This design comes from an exercise in tuning for a short achievable clock period and few clock cycles on the open sky130 flow, not from production work.
Function was checked by simulation only, so behaviour that the tests miss may differ from the original.
No run shown here takes its clock network from TritonCTS; it comes from the design's own scripts or RTL.
The clock input has no modelled driver; a real chip could not lean on it and would need a root buffer or a full tree.
Power is estimated from default activity; no workload was simulated.

## flow/design.v (module list and top-level ports; edited modules follow where they fit)
// module move_entry: 179 lines
// module button_mux: 18 lines
// module board_keeper: 1061 lines
// module score_board: 102 lines
// module press_mux: 13 lines
// module game_top: 86 lines
module game_top #(
	parameter int hold_cycles        = 1,   
	parameter int error_phase_cycles = 2,   
	parameter int win_phase_cycles   = 4    
)
(
	input  logic             clock_builtin_50MHZ,
	input  logic             reset,
	input  logic             not_logic_0,
	input  logic             not_logic_1,
	input  logic             not_activity,
	output logic [7:0]       in_shift_reg,
	output game_pkg::digit_t move_count_tens,
	output game_pkg::digit_t move_count_ones,
	output game_pkg::digit_t win_count_tens,
	output game_pkg::digit_t win_count_ones,
	output game_pkg::coord_t last_x,
	output game_pkg::coord_t last_y
);
  // ...
==> flow/flow/run.sh <==
#!/bin/bash
set -euo pipefail
here=$(pwd)
extra="MATCH_CELL_FOOTPRINT=0 \"BUFFER_PORTS_ARGS=-buffer_cell sky130_fd_sc_hd__buf_4\" PRE_CTS_TCL=$here/flow/pre_cts.tcl"
sed -e "s|\"\${@:-finish}\"|$extra \"\${@:-finish}\"|" \
    -e "s|SETUP_SLACK_MARGIN=[0-9.]*|SETUP_SLACK_MARGIN=6|" standard.sh > standard_mod.sh
grep -q MATCH_CELL_FOOTPRINT=0 standard_mod.sh
grep -q SETUP_SLACK_MARGIN=6 standard_mod.sh
bash standard_mod.sh finish > flow_make.log 2>&1
==> flow/flow/clock_tree.tcl <==
# Two-level clock tree: clock port -> R root clock buffers -> K leaf clock
# buffers, each at the centre of a cluster of flip-flops -> flip-flop clock pins.
# Clusters: capacity-limited k-means (Manhattan distance).
proc ct_kmeans { xs ys k slack } {
  set n [llength $xs]
  set x0 [tcl::mathfunc::min {*}$xs]; set x1 [tcl::mathfunc::max {*}$xs]
  set y0 [tcl::mathfunc::min {*}$ys]; set y1 [tcl::mathfunc::max {*}$ys]
  set g [expr {int(ceil(sqrt($k)))}]
  set gy [expr {int(ceil(double($k) / $g))}]
  set cxs {}; set cys {}
  for {set j 0} {$j < $k} {incr j} {
    lappend cxs [expr {$x0 + ($x1 - $x0) * (($j % $g) + 0.5) / $g}]
    lappend cys [expr {$y0 + ($y1 - $y0) * (int($j / $g) + 0.5) / $gy}]
  }
  set cap [expr {int(ceil($slack * $n / $k))}]
  for {set iter 0} {$iter < 25} {incr iter} {
    set order {}
    for {set i 0} {$i < $n} {incr i} {
      set best 1e30
      for {set j 0} {$j < $k} {incr j} {
        set d [expr {abs([lindex $xs $i] - [lindex $cxs $j]) + abs([lindex $ys $i] - [lindex $cys $j])}]
        if {$d < $best} { set best $d }
      }
      lappend order [list $i $best]
    }
    set order [lsort -real -decreasing -index 1 $order]
    set count [lrepeat $k 0]
    set assign [lrepeat $n 0]
    foreach o $order {
      set i [lindex $o 0]
      set bestj -1; set best 1e30
      for {set j 0} {$j < $k} {incr j} {
        if {[lindex $count $j] >= $cap} { continue }
        set d [expr {abs([lindex $xs $i] - [lindex $cxs $j]) + abs([lindex $ys $i] - [lindex $cys $j])}]
        if {$d < $best} { set best $d; set bestj $j }
      }
      lset assign $i $bestj
      lset count $bestj [expr {[lindex $count $bestj] + 1}]
    }
    set sx [lrepeat $k 0.0]; set sy [lrepeat $k 0.0]
    for {set i 0} {$i < $n} {incr i} {
      set j [lindex $assign $i]
      lset sx $j [expr {[lindex $sx $j] + [lindex $xs $i]}]
      lset sy $j [expr {[lindex $sy $j] + [lindex $ys $i]}]
    }
    for {set j 0} {$j < $k} {incr j} {
      set c [lindex $count $j]
      if {$c > 0} {
        lset cxs $j [expr {[lindex $sx $j] / $c}]
        lset cys $j [expr {[lindex $sy $j] / $c}]
      }
    }
  }
  return [list $assign $cxs $cys $count]
}

proc build_clock_tree3 { clkport k r leafmaster rootmaster } {
  set db [ord::get_db]
  set block [ord::get_db_block]
  set clknet [[$block findBTerm $clkport] getNet]
  set lm [$db findMaster $leafmaster]
  set rm [$db findMaster $rootmaster]
  set sinks [$clknet getITerms]
  set n [llength $sinks]
  set xs {}; set ys {}
  foreach it $sinks {
    set bb [[$it getInst] getBBox]
    lappend xs [expr {([$bb xMin] + [$bb xMax]) / 2.0}]
    lappend ys [expr {([$bb yMin] + [$bb yMax]) / 2.0}]
  }
  lassign [ct_kmeans $xs $ys $k 1.1] assign cxs cys count
  lassign [ct_kmeans $cxs $cys $r 1.0] rassign rxs rys rcount
  set rootnets {}
  for {set j 0} {$j < $r} {incr j} {
    set rootnet [odb::dbNet_create $block clknet_root_$j]
    $rootnet setSigType CLOCK
    set root [odb::dbInst_create $block $rm clkbuf_root_$j]
    [$root findITerm A] connect $clknet
    [$root findITerm X] connect $rootnet
    $root setLocation [expr {int([lindex $rxs $j])}] [expr {int([lindex $rys $j])}]
    $root setPlacementStatus PLACED
    lappend rootnets $rootnet
  }
  set leaves {}
  for {set j 0} {$j < $k} {incr j} {
    set leaf [odb::dbInst_create $block $lm clkbuf_leaf_$j]
    set leafnet [odb::dbNet_create $block clknet_leaf_$j]
    $leafnet setSigType CLOCK
    [$leaf findITerm A] connect [lindex $rootnets [lindex $rassign $j]]
    [$leaf findITerm X] connect $leafnet
    $leaf setLocation [expr {int([lindex $cxs $j])}] [expr {int([lindex $cys $j])}]
    $leaf setPlacementStatus PLACED
    lappend leaves $leafnet
  }
  for {set i 0} {$i < $n} {incr i} {
    set it [lindex $sinks $i]
    $it disconnect
    $it connect [lindex $leaves [lindex $assign $i]]
  }
  puts "clock tree: $n sinks, $k leaves ($count), $r roots ($rcount)"
}
==> flow/flow/pre_cts.tcl <==
# Hook run by ORFS before its CTS step (PRE_CTS_TCL). It replaces the
# clock_tree_synthesis command with a two-level tree: the clock port drives up
# to 4 root clock buffers, each drives a few leaf clock buffers, and each leaf
# buffer drives the flip-flops of one cluster. The tree is balanced: every
# flip-flop is two buffer stages (buf_16 root, buf_12 leaf) from the port.
source [file join [file dirname [info script]] clock_tree.tcl]

rename clock_tree_synthesis orfs_clock_tree_synthesis
proc clock_tree_synthesis { args } {
  set clk [lindex [all_clocks] 0]
  set port [get_full_name [lindex [get_property $clk sources] 0]]
  set block [ord::get_db_block]
  set nsinks [llength [[[$block findBTerm $port] getNet] getITerms]]
  set k [expr {max(4, int(ceil($nsinks / 15.0)))}]
  build_clock_tree3 $port $k 4 sky130_fd_sc_hd__buf_12 sky130_fd_sc_hd__buf_16
  set_propagated_clock [all_clocks]
}
==> flow/standard.sh <==
#!/bin/bash
# synth_recipe.tcl (not shown) runs the flow's synth.tcl, then flattens the netlist and writes it again
# the make line also repeats each setting of config.mk as NAME=value (left out here)
make -C /OpenROAD-flow-scripts/flow DESIGN_CONFIG=/design/flow/config.mk WORK_HOME=/design/flow/orfs CLKGATE_MAP_FILE= SYNTH_SCRIPT=/design/flow/synth_recipe.tcl "${@:-finish}"
==> flow/config.mk <==
export PLATFORM = sky130hd
export DESIGN_NAME = game_top
export DESIGN_NICKNAME = game_top
export VERILOG_FILES = /design/flow/design.v
export SDC_FILE = /design/flow/constraint.sdc
export NUM_CORES = 4
export LEC_CHECK = 0
export ABC_CLOCK_PERIOD_IN_PS = 2000
export CAP_MARGIN = 20
export CORE_MARGIN = 2
export CORE_UTILIZATION = 25
export PLACE_DENSITY = 0.4
export SETUP_SLACK_MARGIN = 5
export SLEW_MARGIN = 20
export SYNTH_HIERARCHICAL = 1
export SYNTH_MINIMUM_KEEP_SIZE = 0
export TNS_END_PERCENT = 100
==> flow/constraint.sdc <==
create_clock -name core_clock -period 8.0 [get_ports {clock_builtin_50MHZ}]
set_input_delay 1.6000 -clock core_clock [delete_from_list [all_inputs] [get_ports {clock_builtin_50MHZ}]]
set_output_delay 1.6000 -clock core_clock [all_outputs]
set_load 0.01 [all_outputs]
==> results by group, run 1 <==
Run status
  • Status: timing/DRC/antenna clean

STA
  • Slew HR: approximately 22%
  • Final critical-path share of the clock period: between 20 and 30%
  • RSZ-0062 raised after global routing: yes
  • Setup TNS: 0 ns

Hold path
  • WHS Path Cells: 1
  • Hold path start: u_board.grid_ok1

Worst setup path
  • CP endpoint kind: output port
  • Worst r2r dst: u_entry.entry_inv[3]
  • FF-to-FF setup slack: 5.80 ns
  • FF-to-FF Start: u_entry.cnt[0]

Layout
  • Nets@finish: between 2000 and 2500
  • Number of antenna diodes: 0
  • Seq cells: between 300 and 400
  • Top class by area: multi-input gates
  • Layout cells sized above 1: a little over a fifth
  • Sequential share of cell area: a little over a quarter
  • Most frequent cells in the layout: 279 x dfxtp_1, 265 x nand2_1, 191 x nor2_1, 186 x a21oi_1, 170 x nand3_1

Routing
  • Top sig layer: met5
  • Routed Antenna Nets: 0
  • Via density per instance: about 6.0
  • Drt first pass iters: 6
  • Met1 WL: a little over 40000 um

Synthesis
  • Seq cells post-synth: 326
  • Sequential fraction of the synthesis area: 33.5%
  • Post-synth top cells: 326 x dfxtp_1, 274 x nor2_1, 267 x nand2_1
  • Syn_nets: ~2500
  • Ys async rst share: 0%
  • Yosys top cell area share: approximately 33%
  • Most frequent cell after synthesis: dfxtp_1
  • Post-synthesis adder-cell area fraction: less than 1%
  • Post-synth top area cell: dfxtp_1
  • Synth cell types: slightly above 100

GRT
  • Met2 global-route usage: a little under two fifths
  • Met1 usage: 31.1%
  • GRT busiest layer: met2
  • Met3 usage: 4.71%

Clock network
  • Post-CTS sizing: ~240
  • Post-CTS Setup Bufs: 61

Pwr
  • Combinational share of power: between 10% and 20%
  • Net load switching power: 997 uW
  • Sequential share of power: between 40% and 50%

Floorplanning
  • DIE WIDTH: roughly 280 um

Job
  • Max-cap violation count: 0
Testbench counts, summed over its fixed seeds: cycles 65,736.
==> run 2: changes to the inputs <==
--- a/flow/flow/pre_cts.tcl
+++ b/flow/flow/pre_cts.tcl
@@ -5,3 +5,7 @@
 # flip-flop is two buffer stages (buf_16 root, buf_12 leaf) from the port.
+# Before the tree is built, each output port's buffer is moved next to its pin
+# and the flip-flop driving it next to the buffer (flow/pull_outputs.tcl); the
+# legalizer in the CTS step then settles them.
 source [file join [file dirname [info script]] clock_tree.tcl]
+source [file join [file dirname [info script]] pull_outputs.tcl]
 
@@ -9,2 +13,3 @@
 proc clock_tree_synthesis { args } {
+  pull_output_flops
   set clk [lindex [all_clocks] 0]
==> flow/flow/pull_outputs.tcl (new file) <==
# Move each output port's buffer next to its pin and the flip-flop that drives
# the buffer next to the buffer, so the flip-flop drives a short wire.
proc pull_output_flops { } {
  set block [ord::get_db_block]
  set core [$block getCoreArea]
  set cx0 [$core xMin]; set cy0 [$core yMin]; set cx1 [$core xMax]; set cy1 [$core yMax]
  set moved 0
  foreach bt [$block getBTerms] {
    if {[$bt getIoType] != "OUTPUT"} { continue }
    set net [$bt getNet]
    if {$net == "NULL"} { continue }
    set pbb [$bt getBBox]
    set px [expr {([$pbb xMin] + [$pbb xMax]) / 2}]
    set py [expr {([$pbb yMin] + [$pbb yMax]) / 2}]
    set buf ""
    foreach it [$net getITerms] {
      if {[$it isOutputSignal]} { set buf [$it getInst] }
    }
    if {$buf == ""} { continue }
    set a [$buf findITerm A]
    if {$a == "NULL"} { continue }
    set n2 [$a getNet]
    set ff ""
    foreach it [$n2 getITerms] {
      if {[$it isOutputSignal]} { set ff [$it getInst] }
    }
    if {$ff == "" || ![string match "*df*" [[$ff getMaster] getName]]} { continue }
    # step from the pin into the core: the buffer first, then the flip-flop
    set bx [expr {min($cx1 - 8000, max($cx0 + 2000, $px))}]
    set by [expr {min($cy1 - 8000, max($cy0 + 2000, $py))}]
    set fx $bx; set fy $by
    if {$px <= $cx0} { set fx [expr {$bx + 6000}] }
    if {$px >= $cx1} { set fx [expr {$bx - 12000}] }
    if {$py <= $cy0} { set fy [expr {$by + 6000}] }
    if {$py >= $cy1} { set fy [expr {$by - 6000}] }
    $buf setLocation $bx $by
    $ff setLocation $fx $fy
    incr moved
  }
  puts "pulled $moved output flip-flops to their ports"
}
==> run 2 against run 1 <==
Critical path depth rose by 6. Core utilization decreased by 0.12 points. Register-to-register slack about the same. Worst setup slack improved by 0.033 ns. Still clean on timing, DRC and antenna. Highest routed layer is now met4. Critical path type is now input pin to register. Combinational power fell by 1%. Synthesized area unchanged. Fmax grew 1.4%. Flip-flop and latch count stayed put. Clock power is essentially flat. Hold slack got worse by 0.00060 ns.
==> results by group, run 2 <==
Run status
  • Status: timing/DRC/antenna clean

Synthesis
  • Most frequent cell after synthesis: dfxtp_1
  • Syn Std Cell Area: between 15000 and 20000 um^2
  • Sequential fraction of the synthesis area: 33.5% (unchanged)
  • Synth cell types: 103 (unchanged)
  • Mapped Cells: 2509
  • Post-synth top cells: 326 x dfxtp_1, 274 x nor2_1, 267 x nand2_1
  • Yosys top cell area share: 33.5% (unchanged)
  • Seq cells post-synth: 326 (unchanged)
  • Post-synth top area cell: dfxtp_1
  • Area contributors post-synth: dfxtp_1 33%, nor2_1 5.3%, nand2_1 5.1%
  • Synth Area per Inst: between 7 and 8 um^2
  • Ys async rst share: 0% (unchanged)
  • Synth warn: 9
  • Top FF cell, synth: dfxtp_1
  • Syn_nets: 2524 (unchanged)
  • Post-synth EDFFs: 0

Clock network
  • Hold-fix buffers, CTS: 0
  • CTS clk-pin slew, worst paths: 0.08 ns
  • Latest clock arrival within the worst-skew pair: roughly 0.31 ns

Pwr
  • VDD IR-drop max: 0.000125 V
  • Post-layout power: around 3500 uW
  • Power per cell area: approximately 140 nW/um^2
  • Leak pwr: roughly 0.0088 uW

Routing
  • First DRT Iteration DRCs: approximately 2700
  • DRC errors left: 0
  • Final wirelength: 100000 um
  • Via density per instance: 5.93 (-0.55%)
  • Drt first pass iters: 9 (+3)
  • Routed Antenna Nets: 0 (unchanged)
  • WL/cell: roughly 28 um
  • Vias: between 20000 and 25000

Job
  • Max-cap violation count: 0 (unchanged)

Layout
  • Nets@finish: 2485 (-0.52%)
  • Layout cells sized above 1: 21.4% (+0.15 points)
  • Largest regs: u_board.grid (100), u_board.win_at (100)
  • Filler Cells Inserted: roughly 8200
  • Design area: about 24000 um^2
  • Area Overhead vs Synth: 22.8%
  • Most common cell after layout, fill and taps aside: dfxtp_1
  • Most frequent cells in the layout: 277 x dfxtp_1, 264 x nand2_1, 186 x a21oi_1, 181 x nor2_1, 170 x nand3_1

STA
  • FMAX: between 0.4 and 0.5 GHz
  • Final slew viol count: 0
  • RSZ-0062 raised after global routing: yes
  • Slew @ Worst Pin: ~1.2 ns
  • Tmin final: ~2.3 ns
  • Final hold violation count: 0
  • Setup ws final: around 5.7 ns
  • Hold Slack: around 0.43 ns
  • Clk_skew: roughly 0.061 ns
  • # setup viols final: 0
  • Setup TNS: 0 ns (unchanged)
  • Final critical-path share of the clock period: 29.3% (-0.41 points)
  • Slew HR: 22.1% (about the same)

Worst setup path
  • Kind of critical path: input pin to register
  • Critical path launch point type: input pin
  • WP data required: approximately 8.2 ns
  • CP endpoint kind: register
  • Worst EP arrival: 2.55 ns
  • Crit path max fanout: 9

GRT
  • Vias in the first global route: around 20000
  • Global-route wire length before repair: ~140000 um
  • Initial antenna violation count: 2
  • GRT Total Usage: a little under a quarter
  • Grt total ovfl: 0
  • Largest net degree at the start of global routing: 41

Placed design
  • Place WS: 4.38 ns
  • GP Congestion: slightly below 0.9
  • Port buffer count: 36
  • Area after DPL: 20200 um^2
  • HPWL after DPL: 55700 um

Floorplanning
  • DIE WIDTH: 283 um (unchanged)
  • DIE HEIGHT: 283 um
  • Die Area: 80300 um^2
  • # rows: between 100 and 150
  • Initial core utilization: about 25%
  • Placeable Area: around 77000 um^2
  • I/O pin count: 37

Hold path
  • Worst hold path class: register to register
-- run 2: per-stage QoR --
stage | util [%] | std cells
2_1_floorplan | - | 2509
4_1_cts | 29.6 | 3468
5_1_grt | 31.0 | 3508
3_5_place_dp | 26.1 | 3351
3_3_place_gp | 26.1 | 3351
6_report | 31.0 | 3509
-- run 2: per-layer routing --
layer  share of wire, %  routed length [um]  track usage (%)  vias to the layer above
li1                   -                   -                -                     9035
met1                 42               41900             31.3                    10300
met2                 45               45000             37.2                     1173
met3                8.9                8930             4.15                      274
met4                4.1                4140             8.32                        0
met5                  0                   0                0                        -
-- run 2: final cells by class --
type,count,area (um^2),share of cell area [%]
antenna,1,2.50,0.0104
timing repair buffer,213,2880,12.0
multi-input combinational,1859,12400,52.0
inverter,44,174,0.726
tap,1040,1300,5.43
buffer,26,551,2.30
sequential,326,6600,27.5
-- run 2: path summary, 6_finish.rpt --
check	startpoint	end	slack [ns]	depth (start not counted)
max	not_logic_0	u_score.last_inv[7]	5.65	7
min	u_board.grid_ok1	u_board.grid_ok2	0.43	1
max reg2reg	u_entry.cnt[0]	u_entry.in_shift_reg[2]	5.81	9
min reg2reg	u_board.grid_ok1	u_board.grid_ok2	0.43	1
-- run 2: what timing repair did --
| item | 4_1_cts | 5_1_grt |
|---|---|---|
| endpoints found under the setup margin | 243 | 218 |
| gates cloned | 43 | 8 |
| pin swaps | 51 | 28 |
| hold endpoints to repair | 0 | 0 |
| gates resized for setup | 248 | 172 |
| buffers inserted | 48 | 32 |
-- run 2: worst max-delay path, stage by stage --
cell and delay, ns:
buf_16 0.11, nand2_8 0.05, nor2_4 0.09, buf_12 0.17, clkbuf_16 0.19, nor2b_1 0.05, a211o_1 0.26
-- run 2: kinds of logic (layout without fill, tap and decap cells) --
family                   Yosys count  count (layout)  synth area share, %
AO/OA/AOI/OAI                    726             726                 26.3
XOR/XNOR                           6               6                0.269
adder cells (fa/ha/maj)           10              10                0.641
buffers and inverters            329             283                 7.83
flip-flops                       326             326                 33.5
multiplexers                      98              98                 5.16
other                              0               1                    0
AND/OR/NAND/NOR                 1014            1019                 26.4
-- run 2: power by group --
group	leakage (uW)	internal (uW)	switching [uW]	total [uW]
Combinational	0.00584	269	336	604
Sequential	0.00266	1660	51.6	1710
Clock	0.000257	542	614	1160
Total	0.00876	2470	1000	3470
-- run 2: Yosys stat by module, one instance, submodules excluded, excerpt --
module        cell area [um^2]  times used  flip-flops and latches  cells inside
score_board               2530           1                      48           272
board_keeper             12700           1                     246          1720
==> run 3: changes to the inputs <==
--- a/flow/config.mk
+++ b/flow/config.mk
@@ -10,4 +10,4 @@
 export CORE_MARGIN = 2
-export CORE_UTILIZATION = 25
-export PLACE_DENSITY = 0.4
+export CORE_UTILIZATION = 35
+export PLACE_DENSITY = 0.5
 export SETUP_SLACK_MARGIN = 5
==> run 3 against run 2 <==
Largest cell class unchanged. Die area fell by 28%. Critical endpoint is now u_score.last_inv[0]. Highest routed layer is now met5. Still clean on timing, DRC and antenna. Clock skew fell by 0.018 ns. Synthesized area did not move. Critical path type unchanged. Final cell count fell by 8.3%.
==> results by group, run 3 <==
Run status
  • Status: timing/DRC/antenna clean

Synthesis
  • Top FF cell, synth: dfxtp_1
  • Syn_nets: 2524 (unchanged)
  • Post-synth top cells: 326 x dfxtp_1, 274 x nor2_1, 267 x nand2_1
  • Seq cells post-synth: 326 (unchanged)
  • Mapped Cells: 2509 (unchanged)
  • Synth warn: 9 (unchanged)
  • Area contributors post-synth: dfxtp_1 33%, nor2_1 5.3%, nand2_1 5.1%
  • Sequential fraction of the synthesis area: 33.5% (unchanged)
  • Post-synth top area cell: dfxtp_1
  • Syn Std Cell Area: 19500 um^2 (unchanged)
  • Post-synth EDFFs: 0 (unchanged)
  • Synth Area per Inst: 7.78 um^2 (unchanged)
  • Ys async rst share: 0% (unchanged)
  • Yosys top cell area share: 33.5% (unchanged)
  • Most frequent cell after synthesis: dfxtp_1
  • Synth cell types: 103 (unchanged)

Worst setup path
  • Critical path launch point type: input pin
  • Crit path max fanout: 9 (unchanged)
  • CP endpoint kind: register
  • WP data required: 8.18 ns (-0.02 ns)
  • FF-to-FF Start: u_entry.cnt[0]
  • Worst EP arrival: 2.53 ns (-0.02 ns)
  • Kind of critical path: input pin to register
  • Launch point of the critical path: not_logic_0
  • Worst r2r path cells: 12 (+3)

Floorplanning
  • DIE WIDTH: 240 um (-15%)
  • # rows: 86 (-16%)
  • Placeable Area: 55100 um^2 (-29%)
  • I/O pin count: 37 (unchanged)
  • DIE HEIGHT: 240 um (-15%)
  • Die Area: 57600 um^2 (-28%)
  • Initial core utilization: 35.4% (+10 points)

Placed design
  • Port buffer count: 36 (unchanged)
  • Placed cell count: 3055 (-8.8%)
  • GP Congestion: 0.955 (+7.6%)
  • Area after DPL: 19800 um^2 (-1.9%)
  • HPWL after DPL: 49500 um (-11%)

STA
  • RSZ-0062 raised after global routing: yes
  • Final critical-path share of the clock period: 29.3% (about the same)
  • Clk_skew: 0.0431 ns (-0.0178 ns)
  • Hold Slack: 0.449 ns (+0.0226 ns)
  • FMAX: 0.426 GHz (about the same)
  • Slew @ Worst Pin: 1.27 ns (+0.104 ns)
  • Final hold violation count: 0 (unchanged)
  • # setup viols final: 0 (unchanged)
  • Slew HR: 15.2% (-6.9 points)
  • Final slew viol count: 0 (unchanged)
  • Tmin final: 2.35 ns (+0.0000600 ns)
  • Setup TNS: 0 ns (unchanged)

Layout
  • Reg area: 6590 um^2 (-0.11%)
  • Largest regs: u_board.grid (100), u_board.win_at (100)
  • Multi-input logic area: 12500 um^2 (+0.70%)
  • Layout cells sized above 1: 21.7% (+0.23 points)
  • Final Non-Filler Cells: 3218 (-8.3%)
  • Filler Cells Inserted: 5487 (-33%)
  • Area Overhead vs Synth: 20.7%
  • Design area: 23600 um^2 (-1.6%)
  • Nets@finish: 2486 (+0.040%)
  • Most common cell after layout, fill and taps aside: dfxtp_1
  • Most frequent cells in the layout: 285 x dfxtp_1, 264 x nand2_1, 185 x a21oi_1, 178 x nor2_1, 170 x nand3_1

Pwr
  • Net load switching power: 997 uW (-0.49%)
  • Sequential share of power: 49.3% (about the same)
  • Clock power frac: 33.4% (about the same)
  • Post-layout power: 3460 uW (-0.19%)
  • Int Pwr: 2470 uW (about the same)
  • Sw frac: 28.8% (-0.086 points)
  • VDD IR-drop max: 0.000137 V (+9.5%)
  • Leak pwr: 0.00871 uW (-0.59%)
  • Combinational share of power: 17.2% (-0.2 points)
  • Power per cell area: 147 nW/um^2 (+1.5%)

Routing
  • WL/cell: 28.7 um (+0.64%)
  • First DRT Iteration DRCs: 3017 (+11%)
  • Final wirelength: 92300 um (-7.7%)
  • DRC errors left: 0 (unchanged)
  • Vias: 21000 (+1.0%)
  • Drt first pass iters: 10 (+1)
  • Routed Antenna Nets: 0 (unchanged)
  • Via density per instance: 6.53 (+10%)

Hold path
  • Worst hold path class: register to register
  • Hold path start: u_board.grid_ok1
  • WHS Path Cells: 1 (unchanged)

GRT
  • GRT busiest layer: met2
  • Met3 usage: 6.30% (+2.2 points)
  • Met2 global-route usage: 48.2% (+11 points)
  • Grt total ovfl: 0 (unchanged)
  • Largest net degree at the start of global routing: 40 (-2.4%)
  • Global-route wire length before repair: 134000 um (-5.8%)
  • Vias in the first global route: 20300 (+2.0%)
  • GRT Total Usage: 30.6% (+7.3 points)
  • Met1 usage: 39.2% (+7.9 points)
  • Initial antenna violation count: 5 (+3)

Job
  • Max-cap violation count: 0 (unchanged)

Clock network
  • CTS clk-pin slew, worst paths: 0.08 ns (about the same)
  • Hold-fix buffers, CTS: 0 (unchanged)
  • Latest clock arrival within the worst-skew pair: 0.31 ns (about the same)
run 3: cell type report:
class | count | share of cell area [%]
diodes | 1 | 0.0106
plain buffers | 26 | 2.34
inverters | 44 | 0.744
multi-input cells | 1863 | 53.2
flip-flops and latches | 326 | 28.0
well taps | 748 | 3.97
repair buffers | 210 | 11.8
run 3: repair_timing:
item                       4_1_cts  5_1_grt
pin swaps                       55       32
cloned                          52        3
setup buffers                   50       31
setup endpoints to repair      240      230
gates resized for setup        268      169
run 3: final timing paths:
| path | to | slack [ns] |
|---|---|---|
| max | u_score.last_inv[0] | 5.65 |
| min | u_board.grid_ok2 | 0.45 |
| max reg2reg | u_entry.in_shift_reg[2] | 5.69 |
| min reg2reg | u_board.grid_ok2 | 0.45 |
run 3: logic make-up (layout without fill, tap and decap cells):
kind of cell	after synthesis	count (layout)	share of synthesized area (%)
other	0	1	0
DFF	326	326	33.5
muxes	98	98	5.16
adders and majority gates	10	10	0.641
and+or+nand+nor	1014	1021	26.4
xor gates and xnor gates	6	6	0.269
buffers and inverters	329	280	7.83
AOI/OAI and AO/OA	726	728	26.3
run 3: through the flow:
stage	setup WS, ns	util (%)
3_3_place_gp	4.49	35.9
6_report	5.65	42.8
5_1_grt	5.63	42.8
4_1_cts	5.66	41.1
2_1_floorplan	5.60	-
3_5_place_dp	4.39	35.9
run 3: worst max-delay path: stages:
cell	delay, ns
buf_16	0.13
nand2_8	0.07
nor2_4	0.03
buf_12	0.14
buf_6	0.14
clkbuf_16	0.15
a211o_1	0.25
run 3: modules after synthesis, one instance, submodules excluded, a selection:
module	cells inside	cell area (um^2)	flip-flops and latches	times used
board_keeper	1720	12700	246	1
score_board	272	2530	48	1
run 3: power groups by stage:
stage	clock (uW)	combinational [uW]	sequential, uW
final	1160	597	1710
after global placement	0	363	1740
after CTS	1170	520	1710
after floorplan	0	296	1710
after detailed placement	0	370	1740
after global routing	1230	621	1710
run 3: metal layers:
layer	share of wire (%)	vias up
li1	-	9035
met1	38	10100
met2	44	1516
met3	12	351
met4	5.8	4
met5	0.026	-
==> module score_board, before the edit <==
module score_board
(
	input  logic             clock_builtin_50MHZ,
	input  logic             reset,
	input  logic [7:0]       entry,     
	input  logic             press_act,    
	input  logic             arm_win_c,    
	input  logic             arm_place_c,  
	input  logic             arm_win_w,    
	input  logic             arm_place_w,
	output game_pkg::digit_t move_count_tens,
	output game_pkg::digit_t move_count_ones,
	output game_pkg::digit_t win_count_tens,
	output game_pkg::digit_t win_count_ones,
	output game_pkg::coord_t last_x,
	output game_pkg::coord_t last_y
);
	localparam game_pkg::digit_t top_digit = 4'd9;
	function automatic logic [7:0] dec_inc(input game_pkg::digit_t tens,
	                                       input game_pkg::digit_t ones);
		logic [7:0] result;
		if (ones != top_digit)
		begin
			result = {tens, ones + 4'd1};
		end
		else if (tens != top_digit)
		begin
			result = {tens + 4'd1, 4'd0};  
		end
		else
		begin
			result = 8'h00;
		end
		dec_inc = result;
	endfunction
	logic [7:0] moves_inv;
	logic [7:0] wins_inv;
	logic [7:0] moves;
	logic [7:0] wins;
	logic [7:0] moves_next;
	logic [7:0] wins_next;
	assign moves = ~moves_inv;
	assign wins  = ~wins_inv;
	logic [7:0] last_inv;
	logic [3:0] last_x_q;
	logic [3:0] last_y_q;
	assign {last_x_q, last_y_q} = ~last_inv;
	logic [7:0] moves_inc;
	logic [7:0] wins_inc;
	logic [7:0] moves_0;  
	logic [7:0] wins_0;
	logic [7:0] moves_1;  
	logic [7:0] wins_1;
	logic [3:0] entry_x;
	logic [3:0] entry_y;
	logic [3:0] last_x_0;
	logic [3:0] last_y_0;
	logic [3:0] last_x_1;
	logic [3:0] last_y_1;
	assign moves_inc = dec_inc(moves[7:4], moves[3:0]);
	assign wins_inc  = dec_inc(wins[7:4], wins[3:0]);
	assign entry_x   = {entry[0], entry[1], entry[2], entry[3]};
	assign entry_y   = {entry[4], entry[5], entry[6], entry[7]};
	assign moves_0 = arm_win_w ? 8'h00 : (arm_place_w ? moves_inc : moves);
	assign wins_0  = arm_win_w ? wins_inc : wins;
	assign moves_1 = (arm_win_w || arm_win_c) ? 8'h00 :
		((arm_place_w || arm_place_c) ? moves_inc : moves);
	assign wins_1  = (arm_win_w || arm_win_c) ? wins_inc : wins;
	assign last_x_0 = arm_place_w ? entry_x : last_x_q;
	assign last_y_0 = arm_place_w ? entry_y : last_y_q;
	assign last_x_1 = (arm_place_w || arm_place_c) ? entry_x : last_x_q;
	assign last_y_1 = (arm_place_w || arm_place_c) ? entry_y : last_y_q;
	logic [3:0] last_x_next;
	logic [3:0] last_y_next;
	logic [7:0] moves_inv_next;
	logic [7:0] wins_inv_next;
	logic [7:0] last_inv_next;
	press_mux #(.width(24), .reset_value(24'h0)) u_port_mux (
		.reset     (reset),
		.press     (press_act),
		.if_press  ({moves_1, wins_1, last_x_1, last_y_1}),
		.if_none   ({moves_0, wins_0, last_x_0, last_y_0}),
		.y         ({moves_next, wins_next, last_x_next, last_y_next})
	);
	press_mux #(.width(24), .reset_value(24'hffffff)) u_inv_mux (
		.reset     (reset),
		.press     (press_act),
		.if_press  (~{moves_1, wins_1, last_x_1, last_y_1}),
		.if_none   (~{moves_0, wins_0, last_x_0, last_y_0}),
		.y         ({moves_inv_next, wins_inv_next, last_inv_next})
	);
	always_ff @(posedge clock_builtin_50MHZ)
	begin
		{move_count_tens, move_count_ones} <= moves_next;
		{win_count_tens, win_count_ones}   <= wins_next;
		moves_inv <= moves_inv_next;
		wins_inv  <= wins_inv_next;
		last_inv  <= last_inv_next;
		last_x    <= last_x_next;
		last_y    <= last_y_next;
	end
endmodule
==> run 4: changes to the inputs <==
--- a/flow/design.v
+++ b/flow/design.v
@@ -1318,12 +1318,12 @@
 	logic [7:0] wins_inv;
-	logic [7:0] moves;
+	logic [7:0] moves;      
 	logic [7:0] wins;
+	logic [7:0] moves_out;  
+	logic [7:0] wins_out;
 	logic [7:0] moves_next;
 	logic [7:0] wins_next;
-	assign moves = ~moves_inv;
-	assign wins  = ~wins_inv;
-	logic [7:0] last_inv;
-	logic [3:0] last_x_q;
-	logic [3:0] last_y_q;
-	assign {last_x_q, last_y_q} = ~last_inv;
+	assign moves     = ~moves_inv;
+	assign wins      = ~wins_inv;
+	assign moves_out = {move_count_tens, move_count_ones};
+	assign wins_out  = {win_count_tens, win_count_ones};
 	logic [7:0] moves_inc;
@@ -1344,16 +1344,13 @@
 	assign entry_y   = {entry[4], entry[5], entry[6], entry[7]};
-	assign moves_0 = arm_win_w ? 8'h00 : (arm_place_w ? moves_inc : moves);
-	assign wins_0  = arm_win_w ? wins_inc : wins;
+	assign moves_0 = arm_win_w ? 8'h00 : (arm_place_w ? moves_inc : moves_out);
+	assign wins_0  = arm_win_w ? wins_inc : wins_out;
 	assign moves_1 = (arm_win_w || arm_win_c) ? 8'h00 :
-		((arm_place_w || arm_place_c) ? moves_inc : moves);
-	assign wins_1  = (arm_win_w || arm_win_c) ? wins_inc : wins;
-	assign last_x_0 = arm_place_w ? entry_x : last_x_q;
-	assign last_y_0 = arm_place_w ? entry_y : last_y_q;
-	assign last_x_1 = (arm_place_w || arm_place_c) ? entry_x : last_x_q;
-	assign last_y_1 = (arm_place_w || arm_place_c) ? entry_y : last_y_q;
+		((arm_place_w || arm_place_c) ? moves_inc : moves_out);
+	assign wins_1  = (arm_win_w || arm_win_c) ? wins_inc : wins_out;
+	assign last_x_0 = arm_place_w ? entry_x : last_x;
+	assign last_y_0 = arm_place_w ? entry_y : last_y;
+	assign last_x_1 = (arm_place_w || arm_place_c) ? entry_x : last_x;
+	assign last_y_1 = (arm_place_w || arm_place_c) ? entry_y : last_y;
 	logic [3:0] last_x_next;
 	logic [3:0] last_y_next;
-	logic [7:0] moves_inv_next;
-	logic [7:0] wins_inv_next;
-	logic [7:0] last_inv_next;
 	press_mux #(.width(24), .reset_value(24'h0)) u_port_mux (
@@ -1365,9 +1362,2 @@
 	);
-	press_mux #(.width(24), .reset_value(24'hffffff)) u_inv_mux (
-		.reset     (reset),
-		.press     (press_act),
-		.if_press  (~{moves_1, wins_1, last_x_1, last_y_1}),
-		.if_none   (~{moves_0, wins_0, last_x_0, last_y_0}),
-		.y         ({moves_inv_next, wins_inv_next, last_inv_next})
-	);
 	always_ff @(posedge clock_builtin_50MHZ)
@@ -1376,7 +1366,6 @@
 		{win_count_tens, win_count_ones}   <= wins_next;
-		moves_inv <= moves_inv_next;
-		wins_inv  <= wins_inv_next;
-		last_inv  <= last_inv_next;
 		last_x    <= last_x_next;
 		last_y    <= last_y_next;
+		moves_inv <= ~moves_out;
+		wins_inv  <= ~wins_out;
 	end
--- a/flow/flow/clock_tree.tcl
+++ b/flow/flow/clock_tree.tcl
@@ -78,3 +78,3 @@
     [$root findITerm A] connect $clknet
-    [$root findITerm X] connect $rootnet
+    [$root findITerm [ct_out_pin $rm]] connect $rootnet
     $root setLocation [expr {int([lindex $rxs $j])}] [expr {int([lindex $rys $j])}]
@@ -89,3 +89,3 @@
     [$leaf findITerm A] connect [lindex $rootnets [lindex $rassign $j]]
-    [$leaf findITerm X] connect $leafnet
+    [$leaf findITerm [ct_out_pin $lm]] connect $leafnet
     $leaf setLocation [expr {int([lindex $cxs $j])}] [expr {int([lindex $cys $j])}]
@@ -101 +101,8 @@
 }
+
+# output pin of a buffer (X) or an inverter (Y)
+proc ct_out_pin { master } {
+  foreach mt [$master getMTerms] {
+    if {[$mt getIoType] == "OUTPUT"} { return [$mt getName] }
+  }
+}
--- a/flow/config.mk
+++ b/flow/config.mk
@@ -10,4 +10,4 @@
 export CORE_MARGIN = 2
-export CORE_UTILIZATION = 35
-export PLACE_DENSITY = 0.5
+export CORE_UTILIZATION = 25
+export PLACE_DENSITY = 0.4
 export SETUP_SLACK_MARGIN = 5
==> run 4 against run 3 <==
Still clean on timing, DRC and antenna. Die area up 32%. Final cell count is 3.8% higher. First-iteration DRC count down 1.4%. Clock power hardly changed. Global-route usage shrank 6.7 points. Combinational power is 18% lower. Core utilization down 12 points. Sequential share of layout area up 0.53 points. Fmax is 1.9% lower. Routed wire length up 4.6%. Sequential power is 4% lower. Clock skew grew 0.0095 ns. Largest cell class unchanged.
==> results by group, run 4 <==
Layout
  • Design area: 22600 um^2 (-3.9%)
  • Area Overhead vs Synth: 22.3%
  • Most common cell after layout, fill and taps aside: nand2_1
  • Filler Cells Inserted: 7780 (+42%)
  • Final Util: 31.0% (-12 points)
  • Most frequent cells in the layout: 284 x nand2_1, 269 x dfxtp_1, 188 x nor2_1, 188 x a21oi_1, 168 x nand3_1
  • Layout cells sized above 1: 21.8% (+0.087 points)
  • Nets@finish: 2394 (-3.7%)
  • Largest regs: u_board.grid (100), u_board.win_at (100)

Worst setup path
  • CP bufs+invs: 1 (-3)
  • Cells along the critical path: buf_6
  • Crit-path max cell delay: 0.36 ns (+0.11 ns)
  • Worst r2r path cells: 11 (-1)
  • Worst path top cell family by delay: flip-flops
  • WP data required: 6.40 ns (-1.78 ns)
  • FF-to-FF setup slack: 5.79 ns (+0.10 ns)
  • Crit path max fanout: 2 (-7)
  • CP endpoint kind: output port
  • Worst EP arrival: 0.79 ns (-1.74 ns)
  • FF-to-FF Start: u_entry.cnt[0]
  • Launch point of the critical path: u_score.move_count_ones[3]
  • Kind of critical path: register to output port
  • Critical path launch point type: register
  • CP max stage cell: dfxtp_4
  • Worst r2r dst: u_entry.in_shift_reg[3]

Synthesis
  • Synth Area per Inst: 7.69 um^2 (-1.2%)
  • Top FF cell, synth: dfxtp_1
  • Synth cell types: 96 (-6.8%)
  • Sequential fraction of the synthesis area: 34.4% (+0.95 points)
  • Ys async rst share: 0% (unchanged)
  • Post-synth top area cell: dfxtp_1
  • Syn Std Cell Area: 18500 um^2 (-5.1%)
  • Post-synth EDFFs: 0 (unchanged)
  • Synth warn: 9 (unchanged)
  • Syn_nets: 2419 (-4.2%)
  • Seq cells post-synth: 318 (-2.5%)
  • Most frequent cell after synthesis: dfxtp_1
  • Mapped Cells: 2408 (-4.0%)
  • Area contributors post-synth: dfxtp_1 34%, nand2_1 5.8%, nor2_1 5.6%
  • Yosys top cell area share: 34.4% (+0.95 points)
  • Post-synth top cells: 318 x dfxtp_1, 287 x nand2_1, 278 x nor2_1

Clock network
  • CTS clk-pin slew, worst paths: 0.08 ns (about the same)
  • Latest clock arrival within the worst-skew pair: 0.32 ns (about the same)

Hold path
  • Hold Path End: u_board.grid_ok2
  • Hold path start: u_board.grid_ok1
  • Worst hold path class: register to register
  • WHS Path Cells: 1 (unchanged)

Run status
  • Status: timing/DRC/antenna clean

Routing
  • Vias: 20000 (-4.9%)
  • First DRT Iteration DRCs: 2975 (-1.4%)
  • Via density per instance: 5.98 (-8.4%)
  • Routed Antenna Nets: 0 (unchanged)
  • Drt first pass iters: 19 (+9)
  • DRC errors left: 0 (unchanged)
  • WL/cell: 28.9 um (+0.73%)
  • Final wirelength: 96500 um (+4.6%)

STA
  • Final critical-path share of the clock period: 29.9% (+0.57 points)
  • # setup viols final: 0 (unchanged)
  • Tmin final: 2.39 ns (+0.0452 ns)
  • Clk_skew: 0.0526 ns (+0.00953 ns)
  • Setup TNS: 0 ns (unchanged)
  • Final hold violation count: 0 (unchanged)
  • Slew @ Worst Pin: 1.24 ns (-0.0257 ns)
  • Final slew viol count: 0 (unchanged)
  • FMAX: 0.418 GHz (-1.9%)
  • Hold Slack: 0.472 ns (+0.0226 ns)
  • RSZ-0062 raised after global routing: yes
  • Slew HR: 16.9% (+1.7 points)

Pwr
  • Leak pwr: 0.00817 uW (-6.1%)
  • Power per cell area: 146 nW/um^2 (-0.92%)
  • VDD IR-drop max: 0.000103 V (-25%)

Placed design
  • Port buffer count: 36 (unchanged)
  • GP Congestion: 0.878 (-8.1%)
  • Area after DPL: 19200 um^2 (-3.0%)
  • HPWL after DPL: 54600 um (+10%)

Floorplanning
  • Placeable Area: 73100 um^2 (+33%)
  • # rows: 99 (+15%)
  • Die Area: 76200 um^2 (+32%)
  • DIE WIDTH: 276 um (+15%)
  • Initial core utilization: 25.3% (-10 points)
  • I/O pin count: 37 (unchanged)
  • DIE HEIGHT: 276 um (+15%)

Job
  • Max-cap violation count: 0 (unchanged)

GRT
  • Initial antenna violation count: 0 (-5)
  • Global-route wire length before repair: 139000 um (+3.1%)
  • Grt total ovfl: 0 (unchanged)
  • Largest net degree at the start of global routing: 36 (-10%)
  • Vias in the first global route: 19400 (-4.5%)
  • GRT Total Usage: 23.9% (-6.7 points)
==> run 4: per-stage QoR <==
step	power, uW	instances	worst slack [ns]
global route	3400	3340	5.59
finish	3300	3341	5.61
CTS	3290	3321	5.61
floorplan	1900	2408	5.65
detailed placement	2000	3181	4.46
global placement	2000	3181	4.48
==> run 4: layer usage <==
metal | part of all wire [%] | track usage, % | vias to the layer above
met5 | 0 | 0 | -
met4 | 4.9 | 9.93 | 0
met3 | 9.9 | 4.76 | 292
met2 | 44 | 37.8 | 1267
met1 | 41 | 31.6 | 9780
li1 | - | - | 8644
==> run 4: repair_timing <==
item	in CTS	in global routing
gates resized for setup	243	152
cloned	31	2
endpoints found under the setup margin	218	202
pin swaps	58	38
hold buffers	0	0
buffers inserted	83	17
==> run 4: worst max path at each step <==
stage                                      end  depth (start not counted)
global placement              u_board.grid_ok2                          5
floorplan           u_score.move_count_ones[0]                          6
finish                      move_count_ones[3]                          1
CTS                         move_count_ones[3]                          1
detailed placement  u_score.move_count_tens[0]                          5
global route                move_count_ones[3]                          1
==> run 4: power breakdown <==
part,switching [uW],total [uW],internal (uW)
Sequential,43.4,1650,1610
Clock,621,1160,541
Combinational,279,487,208
==> run 4: cell type report <==
cell class	count	area [um^2]	share of cell area, %
Buffer	26	551	2.43
Multi-Input combinational cell	1788	11700	51.7
Sequential cell	318	6450	28.5
Antenna cell	1	2.50	0.0111
Inverter	41	174	0.768
Tap cell	959	1200	5.30
Timing Repair Buffer	208	2560	11.3
==> run 4: Yosys stat by module (local to each module, per instance), a selection <==
module        area [um^2]  times used  cells inside  flip-flops and latches
board_keeper        12700           1          1720                     246
score_board          1950           1           226                      40
==> run 4: kinds of logic after synthesis <==
group	after synthesis	share of synthesized area [%]
buffers and inverters	311	7.41
flip-flops	318	34.4
XOR/XNOR	4	0.189
multiplexers	95	5.25
AND/OR/NAND/NOR	999	26.8
AO/OA/AOI/OAI	675	25.6
adder cells (fa/ha/maj)	6	0.406
Testbench counts of run 4, summed over its fixed seeds: cycles 65,736.
==> run 5: changes to the inputs <==
--- a/flow/flow/pre_cts.tcl
+++ b/flow/flow/pre_cts.tcl
@@ -1,6 +1,7 @@
 # Hook run by ORFS before its CTS step (PRE_CTS_TCL). It replaces the
-# clock_tree_synthesis command with a two-level tree: the clock port drives up
-# to 4 root clock buffers, each drives a few leaf clock buffers, and each leaf
-# buffer drives the flip-flops of one cluster. The tree is balanced: every
-# flip-flop is two buffer stages (buf_16 root, buf_12 leaf) from the port.
+# clock_tree_synthesis command with a two-level tree: the clock port drives 4
+# root inverters, each drives a few leaf inverters, and each leaf inverter
+# drives the flip-flops of one cluster. The tree is balanced: every flip-flop
+# is two inverter stages (inv_16 root, inv_12 leaf) from the port, so it sees
+# the clock with its own polarity.
 # Before the tree is built, each output port's buffer is moved next to its pin
@@ -19,3 +20,3 @@
   set k [expr {max(4, int(ceil($nsinks / 15.0)))}]
-  build_clock_tree3 $port $k 4 sky130_fd_sc_hd__buf_12 sky130_fd_sc_hd__buf_16
+  build_clock_tree3 $port $k 4 sky130_fd_sc_hd__inv_12 sky130_fd_sc_hd__inv_16
   set_propagated_clock [all_clocks]
==> run 5 against run 4 <==
Still clean. Fmax fell by 1.4%. Flip-flop and latch count did not move. Hold slack got worse by 0.027 ns. Combinational power fell by 4.9%. Routed wire length fell by 1.1%. Cell area fell by 3.0%. Synthesized area did not move. Worst setup slack got worse by 0.033 ns. Critical path type is now input pin to register.
==> results by group, run 5 <==
Synthesis
  • Most frequent cell after synthesis: dfxtp_1
  • Syn Std Cell Area: 18500 um^2 (unchanged)
  • Yosys top cell area share: 34.4% (unchanged)
  • Sequential fraction of the synthesis area: 34.4% (unchanged)
  • Ys async rst share: 0% (unchanged)
  • Synth cell types: 96 (unchanged)
  • Post-synth top cells: 318 x dfxtp_1, 287 x nand2_1, 278 x nor2_1
  • Area contributors post-synth: dfxtp_1 34%, nand2_1 5.8%, nor2_1 5.6%
  • Post-synth EDFFs: 0 (unchanged)
  • Mapped Cells: 2408 (unchanged)
  • Synth Area per Inst: 7.69 um^2 (unchanged)
  • Synth warn: 9 (unchanged)
  • Seq cells post-synth: 318 (unchanged)
  • Top FF cell, synth: dfxtp_1
  • Syn_nets: 2419 (unchanged)
  • Post-synth top area cell: dfxtp_1

Worst setup path
  • Kind of critical path: input pin to register
  • WP data required: 8.05 ns (+1.65 ns)
  • Worst r2r path cells: 7 (-4)
  • Worst EP arrival: 2.47 ns (+1.68 ns)
  • Worst r2r dst: u_entry.in_shift_reg[4]
  • Crit path max fanout: 6 (+4)
  • FF-to-FF Start: u_entry.arm_win_w
  • FF-to-FF setup slack: 5.74 ns (-0.05 ns)
  • CP endpoint kind: register
  • Critical path launch point type: input pin

STA
  • Tmin final: 2.42 ns (+0.0329 ns)
  • Final hold violation count: 0 (unchanged)
  • RSZ-0062 raised after global routing: yes
  • Setup TNS: 0 ns (unchanged)
  • Setup ws final: 5.58 ns (-0.0329 ns)
  • Slew @ Worst Pin: 1.22 ns (-0.0223 ns)
  • FMAX: 0.413 GHz (-1.4%)
  • Final critical-path share of the clock period: 30.3% (+0.41 points)
  • Final slew viol count: 0 (unchanged)
  • Clk_skew: 0.0496 ns (-0.00299 ns)
  • # setup viols final: 0 (unchanged)
  • Slew HR: 18.4% (+1.5 points)

Floorplanning
  • # rows: 99 (unchanged)
  • Initial core utilization: 25.3% (unchanged)
  • DIE HEIGHT: 276 um (unchanged)
  • DIE WIDTH: 276 um (unchanged)
  • Die Area: 76200 um^2 (unchanged)
  • Placeable Area: 73100 um^2 (unchanged)
  • I/O pin count: 37 (unchanged)

Pwr
  • VDD IR-drop max: 0.000141 V (+37%)
  • Leak pwr: 0.00798 uW (-2.4%)
  • Power per cell area: 139 nW/um^2 (-4.5%)
  • Post-layout power: 3060 uW (-7.3%)

GRT
  • Met3 usage: 4.96% (+0.20 points)
  • Met2 global-route usage: 37.4% (-0.39 points)
  • Largest net degree at the start of global routing: 36 (unchanged)
  • Initial antenna violation count: 0 (unchanged)
  • Grt total ovfl: 0 (unchanged)
  • Met1 usage: 31.3% (-0.27 points)
  • Vias in the first global route: 19400 (-0.093%)
  • GRT Total Usage: 23.7% (-0.13 points)
  • Global-route wire length before repair: 138000 um (-0.49%)
  • GRT busiest layer: met2

Routing
  • Via density per instance: 5.99 (+0.17%)
  • First DRT Iteration DRCs: 2961 (-0.47%)
  • Final wirelength: 95500 um (-1.1%)
  • DRC errors left: 0 (unchanged)
  • Routed Antenna Nets: 0 (unchanged)
  • Drt first pass iters: 17 (-2)
  • Vias: 19900 (-0.34%)
  • WL/cell: 28.7 um (-0.57%)

Hold path
  • Worst hold path class: register to register
  • WHS Path Cells: 1 (unchanged)
  • Hold path start: u_board.grid_ok1
  • Hold Path End: u_board.grid_ok2

Layout
  • Filler Cells Inserted: 7855 (+0.96%)
  • Area Overhead vs Synth: 18.7%
  • Final Util: 30.1% (-0.92 points)
  • Multi-input logic area: 11400 um^2 (-2.4%)
  • Nets@finish: 2378 (-0.67%)
  • Number of antenna diodes: 0 (-1)
  • Largest regs: u_board.grid (100), u_board.win_at (100)
  • Most frequent cells in the layout: 286 x nand2_1, 273 x dfxtp_1, 221 x nor2_1, 188 x a21oi_1, 168 x nand3_1
  • Reg area: 6450 um^2 (about the same)
  • Most common cell after layout, fill and taps aside: nand2_1
  • Layout cells sized above 1: 19.0% (-2.7 points)

Clock network
  • CTS clk-pin slew, worst paths: 0.07 ns (about the same)
  • Hold-fix buffers, CTS: 0 (unchanged)
  • Latest clock arrival within the worst-skew pair: 0.18 ns (-0.14 ns)

Run status
  • Status: timing/DRC/antenna clean

Job
  • Max-cap violation count: 0 (unchanged)

Placed design
  • HPWL after DPL: 54600 um (unchanged)
  • Place WS: 4.46 ns (unchanged)
  • GP Congestion: 0.878 (unchanged)
  • Port buffer count: 36 (unchanged)
==> run 5: where the power goes <==
| part | internal (uW) | switching, uW | total [uW] |
|---|---|---|---|
| Combinational | 194 | 269 | 463 |
| Clock | 179 | 768 | 948 |
| Sequential | 1600 | 42.7 | 1650 |
| Total | 1980 | 1080 | 3060 |
==> run 5: critical path: stages <==
cell and delay (ns):
buf_16 0.11, nand2_8 0.06, nor2_4 0.18, buf_12 0.17, mux2i_2 0.24, nor2_2 0.08
==> run 5: cells by family (layout without fill, tap and decap cells) <==
| family | after synthesis | after routing | synth area share (%) |
|---|---|---|---|
| muxes | 95 | 95 | 5.25 |
| buffers and inverters | 311 | 258 | 7.41 |
| xor gates and xnor gates | 4 | 4 | 0.189 |
| AOI/OAI and AO/OA | 675 | 675 | 25.6 |
| DFF | 318 | 318 | 34.4 |
| adders and majority gates | 6 | 6 | 0.406 |
| and+or+nand+nor | 999 | 1009 | 26.8 |
==> run 5: final cells by class <==
cell class | count | area share (%)
multi-input cells | 1789 | 52.0
flip-flops and latches | 318 | 29.4
repair buffers | 191 | 10.4
well taps | 959 | 5.46
inverters | 67 | 2.79
==> run 5: metal layers <==
metal	part of all wire, %	vias up
met4	4.9	0
met3	10	294
met2	44	1295
li1	-	8622
met5	0	-
met1	41	9704
==> run 5: Yosys stat by module, one instance, submodules excluded, excerpt <==
| module | area [um^2] | flops+latches |
|---|---|---|
| board_keeper | 12700 | 246 |
| score_board | 1950 | 40 |
==> run 5: metrics by stage <==
step | std cells | cell area [um^2] | hold slack, ns
5_1_grt | 3324 | 22000 | 0.476
2_1_floorplan | 2408 | 18700 | 0.406
4_1_cts | 3307 | 21500 | 0.447
3_5_place_dp | 3181 | 19200 | 0.392
6_report | 3324 | 22000 | 0.445
3_3_place_gp | 3181 | 19200 | 0.390
==> run 5: what timing repair did <==
action                                  CTS  global route
endpoints found under the setup margin  218           205
gates resized for setup                 212            89
hold endpoints to repair                  0             0
setup buffers                            69            17
gates cloned                             31             0
pin swaps                                53            26
==> run 5: how the worst max path moves through the flow <==
stage                                      end  slack, ns  cells past startpoint         from
floorplan           u_score.move_count_ones[0]       5.65                      6  not_logic_0
finish                       u_score.last_x[0]       5.58                      6  not_logic_0
global placement              u_board.grid_ok2       4.48                      5        reset
global route                 u_score.last_x[0]       5.58                      6  not_logic_0
CTS                      u_entry.st_collecting       5.60                      4        reset
detailed placement  u_score.move_count_tens[0]       4.46                      5  not_logic_0

-- separate check: timing with driven ports --
No port has a modelled driver above. Below, the same layouts with a new extraction and two added sets of constraints.
Step 1 sets driving cells, clkbuf_16 on the clock port and buf_2 on the other inputs (assumed; they add their load-dependent delay and slew).
Step 2 adds t to the input delays and takes it off the output delays; t is the mean of the earliest and latest rising clock arrival at the registers after step 1. Input paths then give back, and output paths get back, about the clock's delay inside the block.
Slacks: ideal / step 1 / step 2; pairs: ideal / step 1.
run	t (ns)	setup slack, ns	worst setup path at the end	latest minus earliest clock arrival (ns)	slew at the worst register clock pin (ns)
run 1	0.437	5.622 / 5.474 / 5.098	input to register	0.036 / 0.036	0.08 / 0.08
run 2	0.427	5.655 / 5.509 / 5.120	input to register	0.064 / 0.064	0.08 / 0.08
run 3	0.428	5.655 / 5.520 / 5.096	input to register	0.044 / 0.043	0.09 / 0.09
run 4	0.445	5.610 / 5.461 / 5.204	input to register	0.055 / 0.055	0.09 / 0.09
run 5	0.393	5.577 / 5.514 / 5.190	input to register	0.050 / 0.053	0.08 / 0.09
After both steps every run listed still meets setup and hold. For run 3, which loses most, drivers alone change the setup slack by -0.135 ns; drivers and shift together by -0.559 ns.
